This design comes from an exercise in tuning for a short achievable clock period and few clock cycles on the open sky130 flow, not from production work.
Only simulation tests tie the RTL to the original design; equivalence was not proved.
Power is estimated from default activity; no workload was simulated.

==> 07-19 <==
==> flow/design.v <==
package cpuPkg;
	localparam int dataWidth = 32;
	localparam int regAddrWidth = 5;
	localparam int imemDepth = 64;
	localparam int dmemDepth = 64;
	localparam int imemAddrWidth = $clog2(imemDepth);
	localparam int dmemAddrWidth = $clog2(dmemDepth);
	localparam logic [5:0] opRtype = 6'h00;
	localparam logic [5:0] opJ     = 6'h02;
	localparam logic [5:0] opBeq   = 6'h04;
	localparam logic [5:0] opAddi  = 6'h08;
	localparam logic [5:0] opLw    = 6'h23;
	localparam logic [5:0] opSw    = 6'h2b;
	localparam logic [5:0] functAdd = 6'h20;
	localparam logic [5:0] functSub = 6'h22;
	localparam logic [5:0] functAnd = 6'h24;
	localparam logic [5:0] functOr  = 6'h25;
	localparam logic [5:0] functSlt = 6'h2a;
	typedef enum logic [2:0] {
		aluAdd,
		aluSub,
		aluAnd,
		aluOr,
		aluSlt
	} aluOpT;
	typedef struct packed {
		logic  regWrite;
		logic  memRead;
		logic  memWrite;
		logic  branch;
		logic  aluSrcImm;
		aluOpT aluOp;
	} ctrlT;
	typedef struct packed {
		logic                 valid;
		logic [dataWidth-1:0] instr;
		logic [dataWidth-1:0] pcPlus4;
	} ifIdT;
	typedef struct packed {
		logic                    valid;
		ctrlT                    ctrl;
		logic [dataWidth-1:0]    rsValue;
		logic [dataWidth-1:0]    rtValue;
		logic [dataWidth-1:0]    imm;
		logic [regAddrWidth-1:0] rs;
		logic [regAddrWidth-1:0] rt;
		logic [regAddrWidth-1:0] dest;
		logic [dataWidth-1:0]    branchTarget;
	} idExT;
	typedef struct packed {
		logic                    valid;
		logic                    regWrite;
		logic                    memRead;
		logic                    memWrite;
		logic [dataWidth-1:0]    aluResult;
		logic [dataWidth-1:0]    storeValue;
		logic [regAddrWidth-1:0] dest;
	} exMemT;
	typedef struct packed {
		logic                    valid;
		logic                    regWrite;
		logic [regAddrWidth-1:0] dest;
		logic [dataWidth-1:0]    result;
	} memWbT;
	typedef struct packed {
		logic                 taken;
		logic [dataWidth-1:0] target;
	} redirectT;
	typedef struct packed {
		logic                 valid;
		logic [dataWidth-1:0] addr;
		logic [dataWidth-1:0] data;
	} storeT;
	typedef struct packed {
		logic                     writeEn;
		logic [imemAddrWidth-1:0] addr;
		logic [dataWidth-1:0]     instr;
	} imemLoadT;
endpackage
module fetchStage (
	input  logic             clk,
	input  logic             rst,
	input  cpuPkg::imemLoadT imemLoad,
	input  logic             stall,
	input  cpuPkg::redirectT jumpRedirect,
	input  cpuPkg::redirectT branchRedirect,
	output cpuPkg::ifIdT     ifId
);
	logic [cpuPkg::dataWidth-1:0] imem [cpuPkg::imemDepth];
	logic [cpuPkg::dataWidth-1:0] pc;
	logic [cpuPkg::dataWidth-1:0] pcPlus4;
	logic [cpuPkg::dataWidth-1:0] nextPc;
	logic [cpuPkg::dataWidth-1:0] instr;
	logic                         squash;
	always_ff @(posedge clk) begin
		if (imemLoad.writeEn) begin
			imem[imemLoad.addr] <= imemLoad.instr;
		end
	end
	assign instr = imem[pc[cpuPkg::imemAddrWidth+1:2]];
	assign pcPlus4 = pc + 32'd4;
	always_comb begin
		if (branchRedirect.taken) begin
			nextPc = branchRedirect.target;
		end else if (jumpRedirect.taken) begin
			nextPc = jumpRedirect.target;
		end else if (stall) begin
			nextPc = pc;
		end else begin
			nextPc = pcPlus4;
		end
	end
	assign squash = branchRedirect.taken | jumpRedirect.taken;
	always_ff @(posedge clk) begin
		if (rst) begin
			pc <= '0;
			ifId.valid <= 1'b0;
		end else begin
			pc <= nextPc;
			if (squash) begin
				ifId.valid <= 1'b0;
			end else if (!stall) begin
				ifId.valid <= 1'b1;
				ifId.instr <= instr;
				ifId.pcPlus4 <= pcPlus4;
			end
		end
	end
endmodule
module decodeStage (
	input  logic             clk,
	input  logic             rst,
	input  cpuPkg::ifIdT     ifId,
	input  cpuPkg::memWbT    memWb,
	input  cpuPkg::redirectT branchRedirect,
	output cpuPkg::idExT     idEx,
	output logic             stall,
	output cpuPkg::redirectT jumpRedirect
);
	logic [cpuPkg::dataWidth-1:0]    regs [2**cpuPkg::regAddrWidth];
	logic [5:0]                      opcode;
	logic [5:0]                      funct;
	logic [cpuPkg::regAddrWidth-1:0] rs;
	logic [cpuPkg::regAddrWidth-1:0] rt;
	logic [cpuPkg::regAddrWidth-1:0] rd;
	logic [cpuPkg::regAddrWidth-1:0] dest;
	logic [cpuPkg::dataWidth-1:0]    imm;
	logic [cpuPkg::dataWidth-1:0]    rsValue;
	logic [cpuPkg::dataWidth-1:0]    rtValue;
	cpuPkg::ctrlT                    ctrl;
	logic                            isJump;
	logic                            usesRs;
	logic                            usesRt;
	logic                            wbWrite;
	assign opcode = ifId.instr[31:26];
	assign rs = ifId.instr[25:21];
	assign rt = ifId.instr[20:16];
	assign rd = ifId.instr[15:11];
	assign funct = ifId.instr[5:0];
	assign imm = {{16{ifId.instr[15]}}, ifId.instr[15:0]};
	assign dest = (opcode == cpuPkg::opRtype) ? rd : rt;
	always_comb begin
		ctrl = '0;
		ctrl.aluOp = cpuPkg::aluAdd;
		isJump = 1'b0;
		case (opcode)
			cpuPkg::opRtype: begin
				ctrl.regWrite = 1'b1;
				case (funct)
					cpuPkg::functAdd: ctrl.aluOp = cpuPkg::aluAdd;
					cpuPkg::functSub: ctrl.aluOp = cpuPkg::aluSub;
					cpuPkg::functAnd: ctrl.aluOp = cpuPkg::aluAnd;
					cpuPkg::functOr:  ctrl.aluOp = cpuPkg::aluOr;
					cpuPkg::functSlt: ctrl.aluOp = cpuPkg::aluSlt;
					default:          ctrl.regWrite = 1'b0;
				endcase
			end
			cpuPkg::opAddi: begin
				ctrl.regWrite = 1'b1;
				ctrl.aluSrcImm = 1'b1;
			end
			cpuPkg::opLw: begin
				ctrl.regWrite = 1'b1;
				ctrl.memRead = 1'b1;
				ctrl.aluSrcImm = 1'b1;
			end
			cpuPkg::opSw: begin
				ctrl.memWrite = 1'b1;
				ctrl.aluSrcImm = 1'b1;
			end
			cpuPkg::opBeq: begin
				ctrl.branch = 1'b1;
				ctrl.aluOp = cpuPkg::aluSub;
			end
			cpuPkg::opJ: isJump = 1'b1;
			default: ;
		endcase
		if (dest == '0) begin
			ctrl.regWrite = 1'b0;
		end
	end
	assign wbWrite = memWb.valid && memWb.regWrite && (memWb.dest != '0);
	always_ff @(posedge clk) begin
		if (wbWrite) begin
			regs[memWb.dest] <= memWb.result;
		end
	end
	function automatic logic [cpuPkg::dataWidth-1:0] readReg(
		input logic [cpuPkg::regAddrWidth-1:0] idx
	);
		if (idx == '0) begin
			readReg = '0;
		end else if (wbWrite && (memWb.dest == idx)) begin
			readReg = memWb.result;
		end else begin
			readReg = regs[idx];
		end
	endfunction
	always_comb begin
		rsValue = readReg(rs);
		rtValue = readReg(rt);
	end
	assign usesRs = ctrl.regWrite | ctrl.memWrite | ctrl.branch;
	assign usesRt = (ctrl.regWrite & ~ctrl.aluSrcImm) | ctrl.memWrite | ctrl.branch;
	assign stall = ifId.valid && idEx.valid && idEx.ctrl.memRead && (idEx.dest != '0)
		&& ((usesRs && (idEx.dest == rs)) || (usesRt && (idEx.dest == rt)));
	assign jumpRedirect.taken = ifId.valid && isJump;
	assign jumpRedirect.target = {ifId.pcPlus4[31:28], ifId.instr[25:0], 2'b00};
	always_ff @(posedge clk) begin
		if (rst) begin
			idEx.valid <= 1'b0;
		end else begin
			idEx.valid <= ifId.valid && !stall && !branchRedirect.taken;
			idEx.ctrl <= ctrl;
			idEx.rsValue <= rsValue;
			idEx.rtValue <= rtValue;
			idEx.imm <= imm;
			idEx.rs <= rs;
			idEx.rt <= rt;
			idEx.dest <= dest;
			idEx.branchTarget <= ifId.pcPlus4 + {imm[29:0], 2'b00};
		end
	end
endmodule
module executeStage (
	input  logic             clk,
	input  logic             rst,
	input  cpuPkg::idExT     idEx,
	input  cpuPkg::memWbT    memWb,
	output cpuPkg::exMemT    exMem,
	output cpuPkg::redirectT branchRedirect
);
	logic [cpuPkg::dataWidth-1:0] opA;
	logic [cpuPkg::dataWidth-1:0] opB;
	logic [cpuPkg::dataWidth-1:0] aluB;
	logic [cpuPkg::dataWidth-1:0] aluResult;
	logic                         sltBit;
	function automatic logic [cpuPkg::dataWidth-1:0] forward(
		input logic [cpuPkg::regAddrWidth-1:0] idx,
		input logic [cpuPkg::dataWidth-1:0]    regValue
	);
		if (idx == '0) begin
			forward = regValue;
		end else if (exMem.valid && exMem.regWrite && (exMem.dest == idx)) begin
			forward = exMem.aluResult;
		end else if (memWb.valid && memWb.regWrite && (memWb.dest == idx)) begin
			forward = memWb.result;
		end else begin
			forward = regValue;
		end
	endfunction
	always_comb begin
		opA = forward(idEx.rs, idEx.rsValue);
		opB = forward(idEx.rt, idEx.rtValue);
	end
	assign aluB = idEx.ctrl.aluSrcImm ? idEx.imm : opB;
	assign sltBit = $signed(opA) < $signed(aluB);
	always_comb begin
		case (idEx.ctrl.aluOp)
			cpuPkg::aluAdd: aluResult = opA + aluB;
			cpuPkg::aluSub: aluResult = opA - aluB;
			cpuPkg::aluAnd: aluResult = opA & aluB;
			cpuPkg::aluOr:  aluResult = opA | aluB;
			cpuPkg::aluSlt: aluResult = {{(cpuPkg::dataWidth-1){1'b0}}, sltBit};
			default:        aluResult = opA + aluB;
		endcase
	end
	assign branchRedirect.taken = idEx.valid && idEx.ctrl.branch && (opA == opB);
	assign branchRedirect.target = idEx.branchTarget;
	always_ff @(posedge clk) begin
		if (rst) begin
			exMem.valid <= 1'b0;
			exMem.regWrite <= 1'b0;
			exMem.memRead <= 1'b0;
			exMem.memWrite <= 1'b0;
		end else begin
			exMem.valid <= idEx.valid;
			exMem.regWrite <= idEx.valid && idEx.ctrl.regWrite;
			exMem.memRead <= idEx.valid && idEx.ctrl.memRead;
			exMem.memWrite <= idEx.valid && idEx.ctrl.memWrite;
			exMem.aluResult <= aluResult;
			exMem.storeValue <= opB;
			exMem.dest <= idEx.dest;
		end
	end
endmodule
module memoryStage (
	input  logic          clk,
	input  logic          rst,
	input  cpuPkg::exMemT exMem,
	output cpuPkg::memWbT memWb,
	output cpuPkg::storeT store
);
	logic [cpuPkg::dataWidth-1:0]     dmem [cpuPkg::dmemDepth];
	logic [cpuPkg::dmemAddrWidth-1:0] wordAddr;
	logic [cpuPkg::dataWidth-1:0]     loadData;
	logic                             doStore;
	assign wordAddr = exMem.aluResult[cpuPkg::dmemAddrWidth+1:2];
	assign loadData = dmem[wordAddr];
	assign doStore = exMem.valid && exMem.memWrite;
	always_ff @(posedge clk) begin
		if (doStore) begin
			dmem[wordAddr] <= exMem.storeValue;
		end
	end
	assign store.valid = doStore;
	assign store.addr = exMem.aluResult;
	assign store.data = exMem.storeValue;
	always_ff @(posedge clk) begin
		if (rst) begin
			memWb.valid <= 1'b0;
			memWb.regWrite <= 1'b0;
		end else begin
			memWb.valid <= exMem.valid;
			memWb.regWrite <= exMem.regWrite;
			memWb.dest <= exMem.dest;
			memWb.result <= exMem.memRead ? loadData : exMem.aluResult;
		end
	end
endmodule
module cpu (
	input  logic             clk,
	input  logic             rst,
	input  cpuPkg::imemLoadT imemLoad,
	output cpuPkg::memWbT    retire,
	output cpuPkg::storeT    store
);
	cpuPkg::ifIdT     ifId;
	cpuPkg::idExT     idEx;
	cpuPkg::exMemT    exMem;
	cpuPkg::memWbT    memWb;
	cpuPkg::redirectT jumpRedirect;
	cpuPkg::redirectT branchRedirect;
	logic             stall;
	fetchStage fetchUnit (
		.clk            (clk),
		.rst            (rst),
		.imemLoad       (imemLoad),
		.stall          (stall),
		.jumpRedirect   (jumpRedirect),
		.branchRedirect (branchRedirect),
		.ifId           (ifId)
	);
	decodeStage decodeUnit (
		.clk            (clk),
		.rst            (rst),
		.ifId           (ifId),
		.memWb          (memWb),
		.branchRedirect (branchRedirect),
		.idEx           (idEx),
		.stall          (stall),
		.jumpRedirect   (jumpRedirect)
	);
	executeStage executeUnit (
		.clk            (clk),
		.rst            (rst),
		.idEx           (idEx),
		.memWb          (memWb),
		.exMem          (exMem),
		.branchRedirect (branchRedirect)
	);
	memoryStage memoryUnit (
		.clk   (clk),
		.rst   (rst),
		.exMem (exMem),
		.memWb (memWb),
		.store (store)
	);
	assign retire = memWb;
endmodule
module cpu_top (
	input  logic        clk,
	input  logic        rst,
	input  logic        imem_we,
	input  logic [5:0]  imem_addr,
	input  logic [31:0] imem_data,
	output logic        wb_en,
	output logic [4:0]  wb_dest,
	output logic [31:0] wb_data,
	output logic        store_en,
	output logic [31:0] store_addr,
	output logic [31:0] store_data
);
	cpuPkg::imemLoadT imemLoad;
	cpuPkg::memWbT    retire;
	cpuPkg::storeT    store;
	assign imemLoad.writeEn = imem_we;
	assign imemLoad.addr    = imem_addr;
	assign imemLoad.instr   = imem_data;
	cpu core (
		.clk      (clk),
		.rst      (rst),
		.imemLoad (imemLoad),
		.retire   (retire),
		.store    (store)
	);
	assign wb_en      = retire.regWrite;
	assign wb_dest    = retire.dest;
	assign wb_data    = retire.result;
	assign store_en   = store.valid;
	assign store_addr = store.addr;
	assign store_data = store.data;
endmodule
==> flow/run.sh <==
#!/bin/bash
# synth_recipe.tcl (not shown) runs the flow's synth.tcl, then flattens the netlist and writes it again
# the make line also repeats each setting of config.mk as NAME=value (left out here)
make -C /OpenROAD-flow-scripts/flow DESIGN_CONFIG=/design/flow/config.mk WORK_HOME=/design/flow/orfs CLKGATE_MAP_FILE= SYNTH_SCRIPT=/design/flow/synth_recipe.tcl finish
==> flow/config.mk <==
export PLATFORM = sky130hd
export DESIGN_NAME = cpu_top
export DESIGN_NICKNAME = cpu_top
export VERILOG_FILES = /design/flow/design.v
export SDC_FILE = /design/flow/constraint.sdc
export NUM_CORES = 4
export LEC_CHECK = 0
export ABC_CLOCK_PERIOD_IN_PS = 4500
export CAP_MARGIN = 20
export CORE_MARGIN = 2
export CORE_UTILIZATION = 45
export PLACE_DENSITY = 0.6
export SETUP_SLACK_MARGIN = 1.8
export SLEW_MARGIN = 20
==> flow/constraint.sdc <==
create_clock -name core_clock -period 7.0 [get_ports {clk}]
set_input_delay 1.4000 -clock core_clock [delete_from_list [all_inputs] [get_ports {clk}]]
set_output_delay 1.4000 -clock core_clock [all_outputs]
set_load 0.01 [all_outputs]
==> 03-14: changes against 07-19 <==
Settings changed: ABC_CLOCK_PERIOD_IN_PS 4500 to default, SETUP_SLACK_MARGIN 1.8 to default.
==> notes <==
- Sequential share of layout area is about the same in 03-14 and 07-19.
- Area after synthesis is the same in 03-14 and 07-19.
- Combinational power is about the same in 07-19 and 03-14.
- In utilization, 07-19 and 03-14 hardly differ.
- Of 03-14 and 07-19, 03-14 has the higher clock-buffer cell count (gap 4).
- In synthesized cell count, 03-14 and 07-19 do not differ.
Testbench counts of 07-19, summed over its fixed seeds: cycles 10,241.
Testbench counts of 03-14, summed over its fixed seeds: cycles 10,241.

## static timing again, ports no longer ideal
The results above use ideal ports. As a check the final layouts listed here were re-extracted and re-timed, cells and wires unchanged.
Step 1, drivers: a clkbuf_16 drives clk and a buf_2 each remaining input, both assumed.
Step 2 times the ports against the registers' clock, not the clock port: input delays grow and output delays shrink by t, the midpoint of the rising clock arrivals with the driver on.
a / b / c = no drivers / after step 1 / after step 2; a / b = the first two.
| run | t, ns | setup slack, ns | worst setup path after step 2 | slew at the worst register clock pin (ns) |
|---|---|---|---|---|
| 07-19 | 1.169 | 1.898 / 1.898 / 1.898 | register to register | 0.07 / 0.07 |
| 03-14 | 1.157 | 0.421 / 0.421 / 0.421 | register to register | 0.07 / 0.07 |
After both steps every run listed still meets setup and hold.
